From an optimization exercise on the open Yosys and OpenROAD flow, aimed at a short achievable clock period and few clock cycles; shortcuts taken in it are not production practice. Only simulation tests tie the RTL to the original design; equivalence was not proved. No activity file was given, so power comes from the tool's default toggle rates.

==> flow/design.v <==
package pcache_pkg;
    localparam int unsigned ADDR_W         = 32;
    localparam int unsigned DATA_W         = 16;
    localparam int unsigned LINES_DEF      = 32;
    localparam int unsigned LINE_WORDS_DEF = 8;
    localparam int unsigned INDEX_W_DEF    = $clog2(LINES_DEF);
    localparam int unsigned OFFSET_W_DEF   = $clog2(LINE_WORDS_DEF);
    localparam int unsigned TAG_W_DEF      = ADDR_W - INDEX_W_DEF - OFFSET_W_DEF;
    localparam logic [31:0] STAT_MAX       = 32'hFFFF_FFFF;
    typedef enum logic [1:0] {
        IDLE = 2'd0,
        REQ  = 2'd1,
        FILL = 2'd2,
        DONE = 2'd3
    } pcache_state_e;
    function automatic logic [31:0] sat_inc(input logic [31:0] value);
        sat_inc = (value == STAT_MAX) ? value : value + 32'd1;
    endfunction
endpackage
module pcache_data_ram #(
    parameter int unsigned DEPTH = 256,
    parameter int unsigned AW    = 8,
    parameter int unsigned DW    = 16
) (
    input  logic          clk,
    input  logic          we,
    input  logic [AW-1:0] waddr,
    input  logic [DW-1:0] wdata,
    input  logic [AW-1:0] raddr,
    output logic [DW-1:0] rdata
);
    logic [DW-1:0] mem [DEPTH];
    always_ff @(posedge clk) begin
        if (we) begin
            mem[waddr] <= wdata;
        end
        rdata <= mem[raddr];
    end
endmodule
import pcache_pkg::*;
module p_cache #(
    parameter int unsigned LINES      = LINES_DEF,
    parameter int unsigned LINE_WORDS = LINE_WORDS_DEF
) (
    input  logic        clk,
    input  logic        rst_n,
    input  logic [31:0] prg_address,
    input  logic        flush,
    output logic [15:0] instruction,
    output logic        p_cache_miss,
    output logic        mem_req,
    output logic [31:0] mem_addr,
    input  logic        mem_ack,
    input  logic        mem_valid,
    input  logic [15:0] mem_data
);
    localparam int unsigned INDEX_W  = $clog2(LINES);
    localparam int unsigned OFFSET_W = $clog2(LINE_WORDS);
    localparam int unsigned TAG_W    = ADDR_W - INDEX_W - OFFSET_W;
    localparam int unsigned LINE_W   = ADDR_W - OFFSET_W;
    localparam logic [OFFSET_W-1:0] LAST_BEAT = OFFSET_W'(LINE_WORDS - 1);
    logic [LINES-1:0][LINE_WORDS-1:0][DATA_W-1:0] dat_q;
    logic [LINES-1:0][TAG_W-1:0]                  tag_q;
    logic [LINES-1:0]                             valid_q;
    logic                  first_q;   
    logic                  acc_q;     
    logic                  dlo_q;     
    logic                  slow_q;    
    logic [DATA_W-1:0]     instr_q;   
    logic [ADDR_W-1:0]     a_q;       
    logic                  req_q;     
    logic                  wb_q;      
    logic                  ack_q;     
    logic                  fa_q;      
    logic                  done_q;    
    logic [LINE_W-1:0]     fl_q;      
    logic [OFFSET_W-1:0]   bc_q;      
    logic [LINE_WORDS-1:0] mask_q;    
    logic                  bv1_q;     
    logic [OFFSET_W-1:0]   bo1_q;     
    logic [DATA_W-1:0]     bd1_q;     
    logic [LINE_WORDS-1:0][DATA_W-1:0] c0d_q, c1d_q;
    logic [TAG_W-1:0]      c0t_q, c1t_q;
    logic                  c0v_q, c1v_q;
    logic                  cs_q;      
    logic                  c1s_q;     
    logic [LINES-1:0]      aoh_q;     
    logic [LINES-1:0]      foh_q;     
    logic [INDEX_W-1:0]    k1_q;      
    logic [LINES-1:0]      k1oh_q;    
    logic [LINE_W-1:0]     ma_q;      
    logic [INDEX_W-1:0]  a_idx;
    logic [OFFSET_W-1:0] a_off;
    logic [LINES-1:0]    k1oh;
    assign a_idx = a_q[OFFSET_W +: INDEX_W];
    assign a_off = a_q[OFFSET_W-1:0];
    assign k1oh  = k1oh_q;
    logic [LINE_WORDS-1:0][DATA_W-1:0] g0d, g1d;
    logic [TAG_W-1:0]                  g0t, g1t;
    logic                              g0v, g1v;
    always_comb begin
        g0d = '0; g0t = '0; g0v = 1'b0;
        g1d = '0; g1t = '0; g1v = 1'b0;
        for (int i = 0; i < LINES; i++) begin
            g0d = g0d | ({(LINE_WORDS*DATA_W){aoh_q[i]}} & dat_q[i]);
            g0t = g0t | ({TAG_W{aoh_q[i]}} & tag_q[i]);
            g0v = g0v | (aoh_q[i] & valid_q[i]);
            g1d = g1d | ({(LINE_WORDS*DATA_W){k1oh[i]}} & dat_q[i]);
            g1t = g1t | ({TAG_W{k1oh[i]}} & tag_q[i]);
            g1v = g1v | (k1oh[i] & valid_q[i]);
        end
    end
    logic accept, ack, beat, last_beat, dlv;
    assign accept    = acc_q;
    assign ack       = mem_ack;
    assign beat      = fa_q && mem_valid;
    assign last_beat = beat && (bc_q == LAST_BEAT);
    assign dlv       = wb_q && mem_valid && (bc_q == a_off);
    logic [INDEX_W-1:0]  n_idx;
    logic [OFFSET_W-1:0] n_off;
    logic [TAG_W-1:0]    n_tag;
    logic n_in0, n_in1, n_arr_hit, n_lmf, n_lm, n_beat, n_b1, n_lastok, n_avail;
    logic n_fh, n_fsrc, n_tc, n_hit, n_wait, n_slow, n_req;
    logic [DATA_W-1:0] n_data;
    logic [LINES-1:0]   n_lsel, n_k1oh;
    logic [INDEX_W-1:0] n_k1;
    assign n_idx = prg_address[OFFSET_W +: INDEX_W];
    assign n_k1  = n_idx + INDEX_W'(1);
    always_comb begin
        for (int i = 0; i < LINES; i++) begin
            n_lsel[i] = (n_idx == INDEX_W'(i));
            n_k1oh[i] = (n_k1 == INDEX_W'(i));
        end
    end
    assign n_off = prg_address[OFFSET_W-1:0];
    assign n_tag = prg_address[ADDR_W-1 -: TAG_W];
    logic n_s0, n_s1;
    assign n_in0     = (n_idx == a_idx);
    assign n_in1     = (n_idx == k1_q);
    assign n_s0      = n_in0 && !cs_q;
    assign n_s1      = n_in1 && !cs_q && !c1s_q;
    assign n_arr_hit = !flush && ((n_s0 && c0v_q && (c0t_q == n_tag)) ||
                                  (n_s1 && c1v_q && (c1t_q == n_tag)));
    assign n_lmf  = (fl_q == prg_address[ADDR_W-1:OFFSET_W]);
    assign n_lm   = (fa_q || done_q) && n_lmf;
    assign n_beat = fa_q && mem_valid && (bc_q == n_off);
    assign n_b1   = bv1_q && (bo1_q == n_off);
    assign n_lastok = fa_q ? (!(mem_valid && (bc_q == LAST_BEAT)) ||
                              ((&mask_q[LINE_WORDS-2:0]) && !flush))
                           : !flush;
    assign n_avail = mask_q[n_off] && !flush;
    assign n_fh    = n_lm && n_lastok && (n_avail || n_beat);
    assign n_fsrc  = n_beat || n_b1 || n_s0 || n_s1;
    assign n_tc    = fa_q && n_lmf && ((n_off > bc_q) || ((n_off == bc_q) && !mem_valid));
    assign n_hit  = n_arr_hit || (n_fh && n_fsrc);
    assign n_wait = !n_hit && n_tc;
    assign n_slow = first_q || (!n_hit && !n_wait &&
                    ((!n_s0 && !n_s1 && !n_lm) || (n_fh && !n_fsrc)));
    assign n_req  = !n_hit && !n_wait && !n_slow;
    always_comb begin
        if (n_lm && n_beat)                   n_data = mem_data;
        else if (n_lm && n_b1 && !n_arr_hit)  n_data = bd1_q;
        else if (n_s0)                        n_data = c0d_q[n_off];
        else                                  n_data = c1d_q[n_off];
    end
    logic s_arr_hit, s_lm, s_beat, s_fh, s_tc, s_hit;
    logic [DATA_W-1:0] s_data;
    assign s_arr_hit = g0v && (g0t == a_q[ADDR_W-1 -: TAG_W]) && !flush;
    assign s_lm      = fa_q && (fl_q == a_q[ADDR_W-1:OFFSET_W]);
    assign s_beat    = mem_valid && (bc_q == a_off);
    assign s_fh      = s_lm && ((mask_q[a_off] && !flush) || s_beat);
    assign s_tc      = s_lm && ((a_off > bc_q) || ((a_off == bc_q) && !mem_valid));
    assign s_hit     = s_arr_hit || s_fh;
    assign s_data    = (s_lm && s_beat) ? mem_data : g0d[a_off];
    assign p_cache_miss = !dlo_q;
    assign instruction  = instr_q;
    assign mem_req      = req_q;
    assign mem_addr     = {ma_q, {OFFSET_W{1'b0}}};
    logic deliver_d;
    assign deliver_d = (accept && n_hit) || (slow_q && s_hit) || dlv;
    always_ff @(posedge clk) begin
        if (accept)      instr_q <= n_data;
        else if (slow_q) instr_q <= s_data;
        else             instr_q <= mem_data;
    end
    always_ff @(posedge clk or negedge rst_n) begin
        if (!rst_n) begin
            first_q <= 1'b1;
            acc_q   <= 1'b1;
            dlo_q   <= 1'b0;
            slow_q  <= 1'b0;
            req_q   <= 1'b0;
            wb_q    <= 1'b0;
            ack_q   <= 1'b0;
            fa_q    <= 1'b0;
            done_q  <= 1'b0;
            bc_q    <= '0;
            mask_q  <= '0;
            bv1_q   <= 1'b0;
            c0v_q   <= 1'b0;
            c1v_q   <= 1'b0;
            cs_q    <= 1'b0;
            c1s_q   <= 1'b0;
        end else begin
            cs_q    <= accept && !n_in0 && !n_in1;
            c1s_q   <= accept && n_in1 && !n_in0;
            first_q <= 1'b0;
            acc_q   <= deliver_d;
            dlo_q   <= deliver_d;
            slow_q  <= accept && n_slow;
            req_q   <= (accept && n_req) || (slow_q && !s_hit && !s_tc) ||
                       (req_q && !mem_ack);
            wb_q    <= (accept && n_wait) || (slow_q && !s_hit && s_tc) || ack ||
                       (wb_q && !dlv);
            ack_q   <= ack;
            done_q  <= last_beat && (&mask_q[LINE_WORDS-2:0]) && !flush && !ack;
            bv1_q   <= beat;
            if (ack) begin
                fa_q   <= 1'b1;
                bc_q   <= '0;
                mask_q <= '0;
            end else begin
                if (last_beat) fa_q <= 1'b0;
                if (beat) bc_q <= bc_q + OFFSET_W'(1);
                mask_q <= (flush ? '0 : mask_q) |
                          (beat ? (LINE_WORDS'(1) << bc_q) : '0);
            end
            if (accept && n_in1 && !n_in0) begin
                c0v_q <= g1v && !flush;
            end else begin
                c0v_q <= g0v && !flush && !ack;
            end
            c1v_q <= g1v && !flush;
        end
    end
    always_ff @(posedge clk) begin
        if (accept) begin
            a_q   <= prg_address;
            aoh_q <= n_lsel;
            k1_q   <= n_k1;
            k1oh_q <= n_k1oh;
        end
        ma_q <= accept ? prg_address[ADDR_W-1:OFFSET_W] : a_q[ADDR_W-1:OFFSET_W];
        if (ack) begin
            fl_q  <= a_q[ADDR_W-1:OFFSET_W];
            foh_q <= aoh_q;
        end
        bo1_q <= bc_q;
        bd1_q <= mem_data;
        if (accept && n_in1 && !n_in0) begin
            c0d_q <= g1d;
            c0t_q <= g1t;
        end else begin
            c0d_q <= g0d;
            c0t_q <= g0t;
        end
        c1d_q <= g1d;
        c1t_q <= g1t;
    end
    always_ff @(posedge clk or negedge rst_n) begin
        if (!rst_n) begin
            valid_q <= '0;
        end else if (flush) begin
            valid_q <= '0;
        end else begin
            for (int i = 0; i < LINES; i++) begin
                if (ack && aoh_q[i])
                    valid_q[i] <= 1'b0;
                else if (last_beat && foh_q[i] && (&mask_q[LINE_WORDS-2:0]))
                    valid_q[i] <= 1'b1;
            end
        end
    end
    always_ff @(posedge clk) begin
        for (int i = 0; i < LINES; i++) begin
            if (ack_q && aoh_q[i])
                tag_q[i] <= a_q[ADDR_W-1 -: TAG_W];
        end
    end
    always_ff @(posedge clk) begin
        for (int i = 0; i < LINES; i++) begin
            for (int w = 0; w < LINE_WORDS; w++) begin
                if (fa_q && foh_q[i] && (bc_q == OFFSET_W'(w)))
                    dat_q[i][w] <= mem_data;
            end
        end
    end
endmodule
==> flow/flow/run.sh <==
#!/bin/bash
# Own flow: the standard layout, with timing repair asked to reach a
# larger setup slack than the default of zero, so that the achieved period
# shrinks. Everything else (synthesis, constraints, steps) is standard.
set -euo pipefail
bash standard.sh SETUP_SLACK_MARGIN=8 finish > standard_finish.log 2>&1
==> flow/standard.sh <==
#!/bin/bash
# synth_recipe.tcl (not shown) runs the flow's synth.tcl, then flattens the netlist and writes it again
# the make line also repeats each setting of config.mk as NAME=value (left out here)
make -C /OpenROAD-flow-scripts/flow DESIGN_CONFIG=/design/flow/config.mk WORK_HOME=/design/flow/orfs CLKGATE_MAP_FILE= SYNTH_SCRIPT=/design/flow/synth_recipe.tcl "${@:-finish}"
==> flow/config.mk <==
export PLATFORM = sky130hd
export DESIGN_NAME = p_cache
export DESIGN_NICKNAME = p_cache
export VERILOG_FILES = /design/flow/design.v
export SDC_FILE = /design/flow/constraint.sdc
export NUM_CORES = 4
export LEC_CHECK = 0
export ABC_CLOCK_PERIOD_IN_PS = 3000
export CAP_MARGIN = 20
export CELL_PAD_IN_SITES_DETAIL_PLACEMENT = 0
export CELL_PAD_IN_SITES_GLOBAL_PLACEMENT = 1
export CORE_MARGIN = 2
export CORE_UTILIZATION = 40
export CTS_CLUSTER_DIAMETER = 80
export CTS_CLUSTER_SIZE = 25
export PLACE_DENSITY = 0.6
export SLEW_MARGIN = 20
==> flow/constraint.sdc <==
create_clock -name core_clock -period 11.0 [get_ports {clk}]
set_input_delay 2.2000 -clock core_clock [delete_from_list [all_inputs] [get_ports {clk}]]
set_output_delay 2.2000 -clock core_clock [all_outputs]
set_load 0.01 [all_outputs]
==> flow_summary_export.csv <==
group,metric,value,unit
grt,grt_overflow_total,0,
cts,cts_hold_buf,0,
floorplanning,die-area,562000,um^2
critical_path,path_cells,"buf_6",
placed_design,dpl.hpwl,716,mm
floorplanning,rows,273,
synthesis,ys_ff_latch,5451,
detailed_routing,drtIter0Drc,47100,
synthesis,synthTopCellsByArea,"edfxtp_1 (68%), a22oi_1 (13%), dfxtp_1 (3.3%)",
detailed_routing,wirelength,1360,mm
hold_path,hold_end,"instr_q[12]",
floorplanning,die_h,749,um
run,max-cap-violations,0,
sta,finalClockSkew,0.0751,ns
sta,hold_viol_final,0,
critical_path,reg2reg_depth,12,
sta,worst_pin_slew,1.38,ns
cells_and_area,utilization,0.470,
synthesis,yosysTopAreaCell,"edfxtp_1",
sta,setup_viol,0,
cts,cts_max_level,5,
cells_and_area,drive_gt1_frac,0.172,
critical_path,cp_top_family,"flip-flops",
detailed_routing,antenna_left,0,
placed_design,io_buffers,99,
cts,clock_latency,1.08,ns
sta,drv_slew,0,
synthesis,synthArstFlopShare,0.0105,
sta,rsz0062_at_grt,"yes",
synthesis,synthesis.area,222000,um^2
cts,path_clk_slew,0.11,ns
grt,grt_util_all_layers,0.458,
synthesis,synth.area.mux_share,0.00718,
pwr,p_leak,84.4,nW
critical_path,crit_type,"reg2out",
detailed_routing,num_vias,190000,
critical_path,reg2reg_to,"instr_q[6]",
cells_and_area,fill_cells,47500,
grt,grt_max_degree,172,
critical_path,critPathMaxStageDelay,0.53,ns
critical_path,cp-end-kind,"primary output",
cells_and_area,area_growth,17.1,%
sta,min_period,3.95,ns
synthesis,synth-xor-area-share,0.00505,
floorplanning,start_util,0.402,
hold_path,min_from,"bd1_q[12]",
grt,grt_pass1_wl,1710,mm
detailed_routing,viasPerCell,8.32,
synthesis,synth.avg_cell_area,14.9,um^2
synthesis,yosysSeqAreaShare,0.719,
synthesis,synth_edf_count,5026,
critical_path,slowest_stage,"dfxtp_4",
synthesis,ys_warn_count,1,
run_status,status,"timing/DRC/antenna clean",
critical_path,crit_path_start_kind,"register",
cts,numCtsBuffers,299,
critical_path,timing.rr.start,"aoh_q[24]",
detailed_routing,drt_first_pass_iters,11,
grt,grt_antenna_before_repair,110,
critical_path,r2r_setup_slack,7.11,ns
cts,cts_tree,"built",
critical_path,timing.critical_path.buf_inv,1,
synthesis,synthAdderAreaFrac,0.00107,
synthesis,netlist-cell-type-count,76,
synthesis,synth_common_cells,"edfxtp_1 (5026), a22oi_1 (3921), nand4_1 (780)",
placed_design,routabilityCongestion,0.988,
floorplanning,coreArea,553000,um^2
sta,max_slew_margin,0.0778,
detailed_routing,detail_route.wl_per_cell,59.3,um
cts,clockRootBuffer,"clkbuf_16",
hold_path,min_path_type,"reg2reg",
cts,cts.sinks,5451,
sta,max_freq,253,MHz
synthesis,synth_most_common_cell,"edfxtp_1",
synthesis,synth-simple-area-share,0.0642,
cts,cts_buffer_depth,4,
critical_path,crit_path_max_fanout,1,
sta,tns,0,ns
critical_path,worstPathArrival,1.75,ns
pwr,vdd_drop_max,0.133,mV
pwr,pwr_density_cell,159,nW/um^2
cells_and_area,multi_input_area,62200,um^2
synthesis,netlist_instances,14900,
synthesis,yosys.area.top_type_share,0.679,
floorplanning,pin_count,103,
cells_and_area,seqCellArea,160000,um^2
sta,period_share,0.359,
synthesis,synth-compound-area-share,0.181,
floorplanning,die_x,749,um
cells_and_area,fin_nets,15300,
hold_path,min_path_cells,2,
critical_path,cp.required,8.80,ns
grt,grt_pass1_vias,169000,
detailed_routing,remaining_drc_errors,0,
synthesis,synth_top_family_by_area,"compound AO/OA/AOI/OAI gates",
synthesis,synth_ff_type,"edfxtp_1",
layer usage:
| metal | GRT usage | share of wire | routed length, um |
|---|---|---|---|
| met1 | 0.568 | 0.32 | 440000 |
| met2 | 0.615 | 0.39 | 525000 |
| met3 | 0.213 | 0.19 | 252000 |
| met4 | 0.353 | 0.10 | 138000 |
| met5 | 0.00663 | 0.00082 | 1110 |
sequential cells by signal, summed over array words and instances (netlist names), 5 cells and up:
signal,flops
tag_q,768
instr_q,16
ma_q,29
a_q,32
aoh_q,32
c1d_q,128
foh_q,32
k1oh_q,32
c1t_q,24
bd1_q,16
dat_q,4096
valid_q,32
mask_q,8
fl_q,29
c0d_q,128
k1_q,5
c0t_q,24
layout by cell type (no fill, tap or decap), types with 28 or more instances in the layout:
| cell | instances |
|---|---|
| bufbuf_16 | 48 |
| or4_1 | 70 |
| nand3_1 | 504 |
| a21oi_1 | 61 |
| diode_2 | 135 |
| inv_6 | 32 |
| buf_4 | 494 |
| nand4_1 | 780 |
| or4_4 | 153 |
| buf_16 | 111 |
| buf_2 | 34 |
| buf_8 | 60 |
| a22oi_1 | 3915 |
| nand2_1 | 235 |
| nor2_1 | 315 |
| and2_2 | 29 |
| a211oi_1 | 40 |
| nor2_2 | 70 |
| clkbuf_16 | 345 |
| a221oi_1 | 478 |
| mux4_2 | 44 |
| dfxtp_1 | 348 |
| nor2_4 | 251 |
| xor2_1 | 47 |
| nand2_4 | 41 |
| clkinv_8 | 28 |
| buf_12 | 313 |
| and3_1 | 54 |
| a21oi_2 | 31 |
| a31oi_1 | 73 |
| edfxtp_1 | 5026 |
| clkbuf_1 | 37 |
| a22o_1 | 490 |
| buf_6 | 182 |
| dfrtp_1 | 53 |
| xnor2_1 | 64 |
per-stage QoR:
stage	setup WS (ns)	std cells	hold WS [ns]	power, W	cell area [um^2]
floorplan	6.70	14900	0.413	0.0253	223000
global placement	4.47	21700	0.468	0.0275	235000
detailed placement	4.50	21700	0.468	0.0275	236000
CTS	7.07	22700	0.492	0.0407	257000
global route	7.07	22800	0.528	0.0416	260000
finish	7.05	22900	0.502	0.0414	260000
power by group:
part | internal, W | switching, W | leakage, nW
clock network | 0.00573 | 0.00773 | 4.80
registers | 0.0233 | 0.000389 | 49.8
logic | 0.00101 | 0.00323 | 29.8
final cells by class:
| cell class | instances | share of cell area |
|---|---|---|
| Multi-Input combinational cell | 8188 | 0.239 |
| Sequential cell | 5451 | 0.614 |
| Tap cell | 7287 | 0.0350 |
| Timing Repair Buffer | 1297 | 0.0722 |
| Antenna cell | 135 | 0.00130 |
| Inverter | 23 | 0.000505 |
| Clock buffer | 353 | 0.0308 |
| Clock inverter | 152 | 0.00698 |
repair_timing:
| item | in CTS | in global routing |
|---|---|---|
| gates cloned | 88 | 35 |
| pin swaps | 246 | 79 |
| endpoints found under the setup margin | 4658 | 1436 |
| gates resized for setup | 1389 | 293 |
| setup buffers | 382 | 53 |
cells by family (layout without fill, tap and decap cells):
family	Yosys count	count (layout)
AOI/OAI and AO/OA	5231	5231
xor gates and xnor gates	128	128
adders and majority gates	19	19
buffers and inverters	1272	1825
DFF	5451	5451
muxes	101	101
other	1	139
and+or+nand+nor	2702	2705
how the worst max path moves through the flow:
stage,to,depth (start not counted),start,slack [ns]
final,instruction[15],1,instr_q[15],7.05
after global routing,instruction[15],1,instr_q[15],7.07
after CTS,mem_req,1,req_q,7.07
after detailed placement,instr_q[4],10,flush,4.50
after global placement,instr_q[13],10,flush,4.47
after floorplan,instr_q[12],9,prg_address[7],6.70
Testbench counts, summed over its fixed seeds: cycles 294,956.

## what the ideal ports hide
Ports are ideal in the flow. The routed layout listed here was re-timed in OpenROAD.
Step 1 (the two cells are an assumption about what drives the block):
set clk [get_ports {clk}]
set_driving_cell -lib_cell sky130_fd_sc_hd__clkbuf_16 $clk
set_driving_cell -lib_cell sky130_fd_sc_hd__buf_2 [delete_from_list [all_inputs] $clk]
Step 2 moves the port delays by t, midway between the first and last clock arrival at a register: inputs arrive t later, outputs are due t later. That takes back most of the time a late clock gives input paths.
a / b / c = no drivers / after step 1 / after step 2; a / b = the first two.
t, ns: 1.180
setup WS [ns]: 7.054 / 6.924 / 6.161
hold slack, ns: 0.502 / 0.502 / 0.502
worst setup path after step 2: input to register
slew at the worst register clock pin (ns): 0.11 / 0.11
After both steps this run still meets setup and hold. For this run, drivers alone change the setup slack by -0.130 ns; drivers and shift together by -0.893 ns.
